This design comes from an exercise in tuning for small area, a short achievable clock period and few clock cycles per item on the open sky130 flow, not from production work. Only simulation tests tie the RTL to the original design; equivalence was not proved. Power figures rest on the tool's default switching activity, not on a simulated workload.

**run.sh**
```bash
#!/bin/bash
# synth_recipe.tcl (not shown) runs the flow's synth.tcl, then flattens the netlist and writes it again
# the make line also repeats each setting of config.mk as NAME=value (left out here)
make -C /OpenROAD-flow-scripts/flow DESIGN_CONFIG=/design/flow/config.mk WORK_HOME=/design/flow/orfs CLKGATE_MAP_FILE= SYNTH_SCRIPT=/design/flow/synth_recipe.tcl finish
```
**config.mk**
```make
export PLATFORM = sky130hd
export DESIGN_NAME = md5_core
export DESIGN_NICKNAME = md5_core
export VERILOG_FILES = /design/flow/design.v
export SDC_FILE = /design/flow/constraint.sdc
export NUM_CORES = 4
export LEC_CHECK = 0
export CAP_MARGIN = 20
export CORE_MARGIN = 2
export CORE_UTILIZATION = 40
export SETUP_SLACK_MARGIN = 5
export SLEW_MARGIN = 20
```
**constraint.sdc**
```tcl
create_clock -name core_clock -period 11.0 [get_ports {clk}]
set_input_delay 2.2000 -clock core_clock [delete_from_list [all_inputs] [get_ports {clk}]]
set_output_delay 2.2000 -clock core_clock [all_outputs]
set_load 0.01 [all_outputs]
```
**design.v**
```verilog
package md5_pkg;
    localparam logic [31:0] IV_A = 32'h67452301;
    localparam logic [31:0] IV_B = 32'hefcdab89;
    localparam logic [31:0] IV_C = 32'h98badcfe;
    localparam logic [31:0] IV_D = 32'h10325476;
    localparam logic [31:0] C0F  = 32'hd76aa477;
    function automatic logic [3:0] ring_slot(input logic [3:0] w);
        case (w)
            4'd0: ring_slot = 4'd9;
            4'd1: ring_slot = 4'd2;
            4'd2: ring_slot = 4'd0;
            4'd3: ring_slot = 4'd3;
            4'd4: ring_slot = 4'd5;
            4'd5: ring_slot = 4'd6;
            4'd6: ring_slot = 4'd12;
            4'd7: ring_slot = 4'd7;
            4'd8: ring_slot = 4'd1;
            4'd9: ring_slot = 4'd10;
            4'd10: ring_slot = 4'd8;
            4'd11: ring_slot = 4'd11;
            4'd12: ring_slot = 4'd13;
            4'd13: ring_slot = 4'd14;
            4'd14: ring_slot = 4'd4;
            4'd15: ring_slot = 4'd15;
            default: ring_slot = 4'd0;
        endcase
    endfunction
    function automatic logic [3:0] tap_slot(input logic [2:0] j);
        case (j)
            3'd0: tap_slot = 4'd1;
            3'd1: tap_slot = 4'd2;
            3'd2: tap_slot = 4'd3;
            3'd3: tap_slot = 4'd4;
            3'd4: tap_slot = 4'd7;
            3'd5: tap_slot = 4'd10;
            3'd6: tap_slot = 4'd12;
            3'd7: tap_slot = 4'd15;
            default: tap_slot = 4'd0;
        endcase
    endfunction
    function automatic logic [7:0] tap_sel(input logic [5:0] n);
        case (n)
            6'd0: tap_sel = 8'b00000010;
            6'd1: tap_sel = 8'b10000000;
            6'd2: tap_sel = 8'b00000001;
            6'd3: tap_sel = 8'b00000010;
            6'd4: tap_sel = 8'b00000010;
            6'd5: tap_sel = 8'b00010000;
            6'd6: tap_sel = 8'b00000001;
            6'd7: tap_sel = 8'b00100000;
            6'd8: tap_sel = 8'b00000010;
            6'd9: tap_sel = 8'b10000000;
            6'd10: tap_sel = 8'b00000001;
            6'd11: tap_sel = 8'b00000010;
            6'd12: tap_sel = 8'b00000010;
            6'd13: tap_sel = 8'b00010000;
            6'd14: tap_sel = 8'b00000001;
            6'd15: tap_sel = 8'b00000100;
            6'd16: tap_sel = 8'b01000000;
            6'd17: tap_sel = 8'b00100000;
            6'd18: tap_sel = 8'b00010000;
            6'd19: tap_sel = 8'b00000100;
            6'd20: tap_sel = 8'b00001000;
            6'd21: tap_sel = 8'b00100000;
            6'd22: tap_sel = 8'b10000000;
            6'd23: tap_sel = 8'b00000100;
            6'd24: tap_sel = 8'b01000000;
            6'd25: tap_sel = 8'b00100000;
            6'd26: tap_sel = 8'b00010000;
            6'd27: tap_sel = 8'b00000100;
            6'd28: tap_sel = 8'b00001000;
            6'd29: tap_sel = 8'b00100000;
            6'd30: tap_sel = 8'b10000000;
            6'd31: tap_sel = 8'b00010000;
            6'd32: tap_sel = 8'b00000001;
            6'd33: tap_sel = 8'b00100000;
            6'd34: tap_sel = 8'b00000010;
            6'd35: tap_sel = 8'b10000000;
            6'd36: tap_sel = 8'b00000001;
            6'd37: tap_sel = 8'b00000010;
            6'd38: tap_sel = 8'b00000010;
            6'd39: tap_sel = 8'b00010000;
            6'd40: tap_sel = 8'b00000001;
            6'd41: tap_sel = 8'b00100000;
            6'd42: tap_sel = 8'b00000010;
            6'd43: tap_sel = 8'b10000000;
            6'd44: tap_sel = 8'b00000001;
            6'd45: tap_sel = 8'b00000010;
            6'd46: tap_sel = 8'b00000010;
            6'd47: tap_sel = 8'b00100000;
            6'd48: tap_sel = 8'b00010000;
            6'd49: tap_sel = 8'b00000100;
            6'd50: tap_sel = 8'b00001000;
            6'd51: tap_sel = 8'b00100000;
            6'd52: tap_sel = 8'b10000000;
            6'd53: tap_sel = 8'b00000100;
            6'd54: tap_sel = 8'b01000000;
            6'd55: tap_sel = 8'b00100000;
            6'd56: tap_sel = 8'b00010000;
            6'd57: tap_sel = 8'b00000100;
            6'd58: tap_sel = 8'b00001000;
            6'd59: tap_sel = 8'b00100000;
            6'd60: tap_sel = 8'b10000000;
            6'd61: tap_sel = 8'b00000100;
            6'd62: tap_sel = 8'b01000000;
            default: tap_sel = 8'b0;
        endcase
    endfunction
    function automatic logic [31:0] k_next(input logic [5:0] n);
        case (n)
            6'd0: k_next = 32'he8c7b756;
            6'd1: k_next = 32'h242070db;
            6'd2: k_next = 32'hc1bdceee;
            6'd3: k_next = 32'hf57c0faf;
            6'd4: k_next = 32'h4787c62a;
            6'd5: k_next = 32'ha8304613;
            6'd6: k_next = 32'hfd469501;
            6'd7: k_next = 32'h698098d8;
            6'd8: k_next = 32'h8b44f7af;
            6'd9: k_next = 32'hffff5bb1;
            6'd10: k_next = 32'h895cd7be;
            6'd11: k_next = 32'h6b901122;
            6'd12: k_next = 32'hfd987193;
            6'd13: k_next = 32'ha679438e;
            6'd14: k_next = 32'h49b40821;
            6'd15: k_next = 32'hf61e2562;
            6'd16: k_next = 32'hc040b340;
            6'd17: k_next = 32'h265e5a51;
            6'd18: k_next = 32'he9b6c7aa;
            6'd19: k_next = 32'hd62f105d;
            6'd20: k_next = 32'h02441453;
            6'd21: k_next = 32'hd8a1e681;
            6'd22: k_next = 32'he7d3fbc8;
            6'd23: k_next = 32'h21e1cde6;
            6'd24: k_next = 32'hc33707d6;
            6'd25: k_next = 32'hf4d50d87;
            6'd26: k_next = 32'h455a14ed;
            6'd27: k_next = 32'ha9e3e905;
            6'd28: k_next = 32'hfcefa3f8;
            6'd29: k_next = 32'h676f02d9;
            6'd30: k_next = 32'h8d2a4c8a;
            6'd31: k_next = 32'hfffa3942;
            6'd32: k_next = 32'h8771f681;
            6'd33: k_next = 32'h6d9d6122;
            6'd34: k_next = 32'hfde5380c;
            6'd35: k_next = 32'ha4beea44;
            6'd36: k_next = 32'h4bdecfa9;
            6'd37: k_next = 32'hf6bb4b60;
            6'd38: k_next = 32'hbebfbc70;
            6'd39: k_next = 32'h289b7ec6;
            6'd40: k_next = 32'heaa127fa;
            6'd41: k_next = 32'hd4ef3085;
            6'd42: k_next = 32'h04881d05;
            6'd43: k_next = 32'hd9d4d039;
            6'd44: k_next = 32'he6db99e5;
            6'd45: k_next = 32'h1fa27cf8;
            6'd46: k_next = 32'hc4ac5665;
            6'd47: k_next = 32'hf4292244;
            6'd48: k_next = 32'h432aff97;
            6'd49: k_next = 32'hab9423a7;
            6'd50: k_next = 32'hfc93a039;
            6'd51: k_next = 32'h655b59c3;
            6'd52: k_next = 32'h8f0ccc92;
            6'd53: k_next = 32'hffeff47d;
            6'd54: k_next = 32'h85845dd1;
            6'd55: k_next = 32'h6fa87e4f;
            6'd56: k_next = 32'hfe2ce6e0;
            6'd57: k_next = 32'ha3014314;
            6'd58: k_next = 32'h4e0811a1;
            6'd59: k_next = 32'hf7537e82;
            6'd60: k_next = 32'hbd3af235;
            6'd61: k_next = 32'h2ad7d2bb;
            6'd62: k_next = 32'heb86d391;
            default: k_next = 32'h67452301;
        endcase
    endfunction
    function automatic logic [8:0] rot_sel(input logic [5:0] n);
        case ({n[5:4], n[1:0]})
            4'd0: rot_sel = {5'b00001, 4'b1000};   
            4'd1: rot_sel = {5'b00100, 4'b0001};   
            4'd2: rot_sel = {5'b01000, 4'b0010};   
            4'd3: rot_sel = {5'b10000, 4'b0100};   
            4'd4: rot_sel = {5'b00001, 4'b0010};   
            4'd5: rot_sel = {5'b00010, 4'b0010};   
            4'd6: rot_sel = {5'b00100, 4'b0100};   
            4'd7: rot_sel = {5'b10000, 4'b0001};   
            4'd8: rot_sel = {5'b00001, 4'b0001};   
            4'd9: rot_sel = {5'b00010, 4'b1000};   
            4'd10: rot_sel = {5'b01000, 4'b0001};   
            4'd11: rot_sel = {5'b10000, 4'b1000};   
            4'd12: rot_sel = {5'b00001, 4'b0100};   
            4'd13: rot_sel = {5'b00010, 4'b0100};   
            4'd14: rot_sel = {5'b00100, 4'b1000};   
            4'd15: rot_sel = {5'b10000, 4'b0010};   
            default: rot_sel = 9'b0;
        endcase
    endfunction
endpackage
`timescale 1ns/1ps
module md5_msg_regs(
    input  logic         clk,
    input  logic         busy_i,
    input  logic [511:0] msg_i,
    input  logic [7:0]   tap_sel_i,   
    output logic [31:0]  word_o
);
    logic [31:0] ring [16];
    always_ff @(posedge clk) begin
        for (int w = 0; w < 16; w++) begin
            if (busy_i) ring[w] <= ring[(w + 1) % 16];
            else        ring[md5_pkg::ring_slot(4'(w))] <= msg_i[w*32 +: 32];
        end
    end
    always_comb begin
        word_o = '0;
        for (int j = 0; j < 8; j++) begin
            word_o = word_o | ({32{tap_sel_i[j]}} & ring[md5_pkg::tap_slot(3'(j))]);
        end
    end
endmodule
`timescale 1ns/1ps
module md5_step_sched(
    input  logic       clk,
    input  logic       reset_n,
    input  logic       start_i,
    output logic       busy_o,
    output logic       last_o,      
    output logic [5:0] cnt_o,
    output logic [4:0] fsel_o,      
    output logic [4:0] qsel_o,      
    output logic [3:0] rsel_o,      
    output logic [7:0] tap_sel_o,   
    output logic       done_o
);
    logic       busy, last;
    logic [5:0] cnt, nstep;
    assign nstep = busy ? cnt + 6'd1 : 6'd0;
    always_ff @(posedge clk) begin
        if (!reset_n) begin
            busy   <= 1'b0;
            last   <= 1'b0;
            done_o <= 1'b0;
        end else begin
            done_o <= last;
            last   <= busy && (cnt == 6'd62);
            if (busy) busy <= !last;
            else      busy <= start_i;
        end
    end
    always_ff @(posedge clk) begin
        cnt <= nstep;
        if (!busy) fsel_o <= 5'b10000;
        else begin
            case (nstep[5:4])
                2'd0:    fsel_o <= 5'b00001;
                2'd1:    fsel_o <= 5'b00010;
                2'd2:    fsel_o <= 5'b00100;
                default: fsel_o <= 5'b01000;
            endcase
        end
        {qsel_o, rsel_o} <= md5_pkg::rot_sel(nstep);
        tap_sel_o        <= md5_pkg::tap_sel(nstep);
    end
    assign busy_o = busy;
    assign last_o = last;
    assign cnt_o  = cnt;
endmodule
`timescale 1ns/1ps
module md5_round_datapath(
    input  logic         clk,
    input  logic         busy_i,
    input  logic         last_i,
    input  logic [5:0]   cnt_i,
    input  logic [4:0]   fsel_i,
    input  logic [4:0]   qsel_i,
    input  logic [3:0]   rsel_i,
    input  logic [31:0]  msg0_i,    
    input  logic [31:0]  word_i,    
    output logic [127:0] digest_o
);
    logic [31:0] b, c, d, p;
    logic [31:0] f, sum, rq, rot, bsel, new_b;
    assign f = ({32{fsel_i[0]}} & ((b & c) | (~b & d)))
             | ({32{fsel_i[1]}} & ((b & d) | (c & ~d)))
             | ({32{fsel_i[2]}} & (b ^ c ^ d))
             | ({32{fsel_i[3]}} & (c ^ (b | ~d)))
             | ({32{fsel_i[4]}} & md5_pkg::C0F);
    assign sum = p + f;
    assign rq = ({32{qsel_i[0]}} & {sum[27:0], sum[31:28]})
              | ({32{qsel_i[1]}} & {sum[23:0], sum[31:24]})
              | ({32{qsel_i[2]}} & {sum[19:0], sum[31:20]})
              | ({32{qsel_i[3]}} & {sum[15:0], sum[31:16]})
              | ({32{qsel_i[4]}} & {sum[11:0], sum[31:12]});
    assign rot = ({32{rsel_i[0]}} & rq)
               | ({32{rsel_i[1]}} & {rq[30:0], rq[31]})
               | ({32{rsel_i[2]}} & {rq[29:0], rq[31:30]})
               | ({32{rsel_i[3]}} & {rq[28:0], rq[31:29]});
    assign bsel  = last_i ? b + md5_pkg::IV_B : b;
    assign new_b = bsel + rot;
    always_ff @(posedge clk) begin
        if (!busy_i) begin
            b <= md5_pkg::IV_B;
            c <= md5_pkg::IV_C;
            d <= md5_pkg::IV_D;
            p <= msg0_i;
        end else begin
            b <= new_b;
            c <= last_i ? b + md5_pkg::IV_C : b;
            d <= last_i ? c + md5_pkg::IV_D : c;
            p <= d + word_i + md5_pkg::k_next(cnt_i);
        end
    end
    assign digest_o = {d, c, b, p};
endmodule
`timescale 1ns/1ps
module md5_core(
    input  logic         clk,
    input  logic         reset_n,
    input  logic         start_i,
    input  logic [511:0] msg_i,
    output logic [127:0] digest_o,
    output logic         done_o
);
    logic        busy, last;
    logic [5:0]  cnt;
    logic [4:0]  fsel, qsel;
    logic [3:0]  rsel;
    logic [7:0]  tap_sel;
    logic [31:0] word;
    md5_step_sched u_sched (
        .clk       (clk),
        .reset_n   (reset_n),
        .start_i   (start_i),
        .busy_o    (busy),
        .last_o    (last),
        .cnt_o     (cnt),
        .fsel_o    (fsel),
        .qsel_o    (qsel),
        .rsel_o    (rsel),
        .tap_sel_o (tap_sel),
        .done_o    (done_o)
    );
    md5_msg_regs u_msg (
        .clk       (clk),
        .busy_i    (busy),
        .msg_i     (msg_i),
        .tap_sel_i (tap_sel),
        .word_o    (word)
    );
    md5_round_datapath u_dp (
        .clk      (clk),
        .busy_i   (busy),
        .last_i   (last),
        .cnt_i    (cnt),
        .fsel_i   (fsel),
        .qsel_i   (qsel),
        .rsel_i   (rsel),
        .msg0_i   (msg_i[31:0]),
        .word_i   (word),
        .digest_o (digest_o)
    );
endmodule
```
==> results by group <==
Run status
  – Outcome: no timing/DRC/antenna violations

Finish
  – Synth-to-Final Area Change: 33.76%
  – Area of the multi-input gates: 0.02291 mm²
  – Final Net Count: roughly 5200
  – Fill cells: 8514
  – FF+latch area: 0.01418 mm²
  – Share of cells above drive strength 1: 23.67%
  – Final design area excluding fillers: 0.04979 mm²

Synth
  – Mean Syn Cell Area: 9.363 µm²
  – Largest cells by area after synthesis: dfxtp_1, mux2_2, ha_1, nand2_1, a22oi_1
  – Mapped Nets: roughly 4600
  – Synth top cells by count: dfxtp_1, mux2_2, nand2_1
  – Syn. warnings: 4
  – Most common flop cell mapped by yosys: dfxtp_1
  – Seq/Total Area, Yosys: 37.80%
  – Post-Syn Instances: 3976
  – Most frequent cell after synthesis: dfxtp_1
  – Asr flop ratio synth: 0%
  – Top cell type's share of synthesized area: 37.80%
  – Yosys cell types: 88
  – Synth area leader: dfxtp_1
  – Synth Cell Area: 0.03723 mm²
  – Post-synth EDFFs: 0
  – Register bit total from synthesis: about 700

STA
  – Max_slew headroom: a little under a quarter
  – Clock skew: around 0.037 ns
  – RSZ-0062 raised after global routing: true
  – Worst slew pin tran: 1.132 ns
  – Setup violators final: 0
  – Hold Fails Final Rpt: 0
  – Maximum clock rate: 149.4 MHz
  – Hold slack: 0.4432 ns
  – Final Critical Period: roughly 6.7 ns
  – Setup TNS Final: 0 ns
  – Final Slew Violations: 0
  – Final period util: between 60% and 70%

Routing
  – Wire per inst: 29.28 µm
  – Detailed Routing Iterations Pass 1: 7
  – DRC: 0
  – Via count: 35210
  – Final WL: around 170 mm
  – ANT nets after route: 0
  – Detail-routed via count per cell: about 6.0
  – Initial DRC count: 4187

Worst setup path
  – Slowest stage delay, CP: 0.42 ns
  – Crit Path Class: reg -> reg
  – Worst Setup Start Kind: flop
  – Data required, critical path: approximately 12 ns
  – Cell count of the worst reg-to-reg path: 28
  – R2R Setup Slk: 4.31 ns
  – Worst path arrival time: 7.21 ns
  – CP max-delay cell: or3b_4
  – Crit end category: flop
  – Max FO, Critical Path: 4

Global route
  – GR Util All Layers: approximately a third
  – First-pass GRT wire length: 241.2 mm
  – Largest net degree at the start of global routing: 87
  – Initial antenna violation count: 51
  – GRT Residual Overflow: 0
  – Number of global-route vias before repair: 33540

CTS
  – H-tree depth: 3
  – Num Clock Sinks: roughly 700
  – CTS tree: built
  – Cts bufs inserted: 81
  – Worst-path clk slew: 0.06 ns
  – Clock root buffer master: clkbuf_16
  – Worst skew pair latency: 0.68 ns
  – CTS max path bufs: 3

Die
  – Starting Density: 40.49%
  – Die ar.: 0.09552 mm²
  – Io pins: 644
  – Row Count: 111
  – Die extent in y: around 300 µm
  – Core box area: 0.09194 mm²
  – Die W: slightly above 300 µm

Placed design
  – Dpl cell area: 0.04461 mm²
  – Placer Congestion: slightly below 1
  – Final HPWL DP: 128.6 mm
  – Port bufs: 643

Worst hold path
  – Tightest Hold Check Type: reg -> reg
  – Hold path cells: 2

Power and ir drop
  – Leakage: 18.91 nW
  – Worst VDD drop: 0.1422 mV
  – PwrDens: 244.0 mW/mm²

Flow run
  – Max Cap Viol: 0
[cell type report]
type,count,area share [%]
multi-input combinational,2897,46.01
inverter,68,0.5327
timing repair inverter,1,0.01508
clock inverter,35,1.028
timing repair buffer,822,16.02
clock buffer,113,4.679
tap,1243,3.123
antenna,22,0.1106
sequential,703,28.49
[placed cells by master, fill, tap and decap left out, types with 21 or more instances in the layout]
| cell | instances |
|---|---|
| mux2_2 | 525 |
| nand3b_1 | 22 |
| a222oi_1 | 29 |
| a221o_1 | 24 |
| a21o_1 | 41 |
| a21oi_1 | 168 |
| a31oi_1 | 42 |
| a22oi_1 | 168 |
| a21oi_2 | 24 |
| xnor2_1 | 91 |
| clkbuf_16 | 84 |
| o21a_1 | 22 |
| o22ai_1 | 27 |
| xor2_1 | 94 |
| nor2_1 | 170 |
| inv_1 | 57 |
| and3_1 | 21 |
| nand3_1 | 97 |
| o211ai_1 | 40 |
| dfxtp_2 | 38 |
| nand2b_1 | 40 |
| a211oi_1 | 24 |
| o21ai_0 | 174 |
| diode_2 | 22 |
| nand2_1 | 371 |
| ha_1 | 89 |
| nor3_1 | 62 |
| buf_4 | 160 |
| dfxtp_1 | 648 |
| nand4_1 | 50 |
| fa_1 | 32 |
| clkdlybuf4s50_1 | 643 |
[kinds of logic after synthesis]
family | Yosys count | synth area share (%)
mux | 540 | 16.29
xor+xnor | 198 | 4.695
simple gates | 962 | 12.14
flops | 703 | 37.80
buf+inv | 376 | 3.845
fa+ha+maj | 152 | 5.794
compound gates | 1045 | 19.43
[worst paths after layout]
| kind | to | start |
|---|---|---|
| setup / recovery | u_dp.b[30]$_SDFF_PN1_ | u_dp.d[5]$_SDFF_PN1_ |
| hold / removal | u_msg.ring[9][1]$_DFF_P_ | u_msg.ring[10][1]$_DFF_P_ |
| setup reg to reg | u_dp.b[30]$_SDFF_PN1_ | u_dp.d[5]$_SDFF_PN1_ |
| hold reg to reg | u_msg.ring[9][1]$_DFF_P_ | u_msg.ring[10][1]$_DFF_P_ |
[power by group]
part	internal, mW	switching (mW)
Sequential	2.89	0.485
Combinational	2.72	3.17
Clock	1.71	1.18
Total	7.32	4.83
[flip-flops by register name, summed over array words and instances (netlist names), named ones only]
name	cells
u_dp.b	32
u_sched.busy	1
u_dp.p	32
u_msg.ring	512
u_sched.done_o	1
u_sched.tap_sel_o	8
u_sched.last	1
u_dp.c	32
u_sched.fsel_o	5
u_dp.d	32
u_sched.qsel_o	5
u_sched.cnt	6
u_sched.rsel_o	4
[layer usage]
layer / GRT usage (%) / vias to the layer above / wire length (µm)
met5: 0 / - / 273
li1: - / 15840 / -
met2: 54.83 / 1848 / 78050
met1: 43.34 / 17050 / 68720
met4: 17.53 / 42 / 9577
met3: 9.427 / 430 / 16240
[per-stage QoR]
| stage | cells | power [mW] | util, % | setup WS [ns] |
|---|---|---|---|---|
| after floorplan | 3976 | 6.385 | - | 4.901 |
| after detailed placement | 5611 | 8.072 | 48.52 | 3.153 |
| after CTS | 5847 | 11.69 | 53.38 | 4.553 |
| after global routing | 5896 | 12.68 | 54.14 | 4.083 |
| final | 5904 | 12.15 | 54.16 | 4.308 |
| after global placement | 5611 | 8.101 | 48.52 | 3.217 |
[worst max-delay path: cells and delay by family, from the launching register on]
kind / cells / cell delay [ns]
fa+ha+maj: 2 / 0.62
compound gates: 18 / 3.72
flops: 1 / 0.39
simple gates: 2 / 0.67
mux: 2 / 0.56
buf+inv: 4 / 0.60
[repair_timing]
| item | CTS | global route |
|---|---|---|
| cloned | 4 | 1 |
| pin swaps | 97 | 87 |
| endpoints found under the setup margin | 34 | 29 |
| resized for setup | 216 | 91 |
| setup buffers | 84 | 34 |
| hold buffers | 0 | 0 |
Testbench counts, summed over its fixed seeds: cycles 12,488, items 192.

-- port drivers added, routing unchanged --
How much do the figures lean on ideal ports? The routed layout below was timed once more, with nothing changed but the port constraints. Step 1 assumes that a clkbuf_16 drives the clock port and a buf_2 every other input. Step 2 times the ports against the registers' clock, not the clock port: input delays grow and output delays shrink by t, the midpoint of the rising clock arrivals with the driver on. Three values: ideal ports, drivers, drivers and shift; two values: the first two.
t (ns): 0.731
setup slack, ns: 4.308 / 4.308 / 4.308
worst setup path at the end: register to register
worst register clock-pin slew, ns: 0.07 / 0.07
worst slew at a driven data input, ns: 0.20
After both steps setup and hold are still met in this run. For this run, drivers alone change the setup slack by 0.000 ns; drivers and shift together by 0.000 ns.
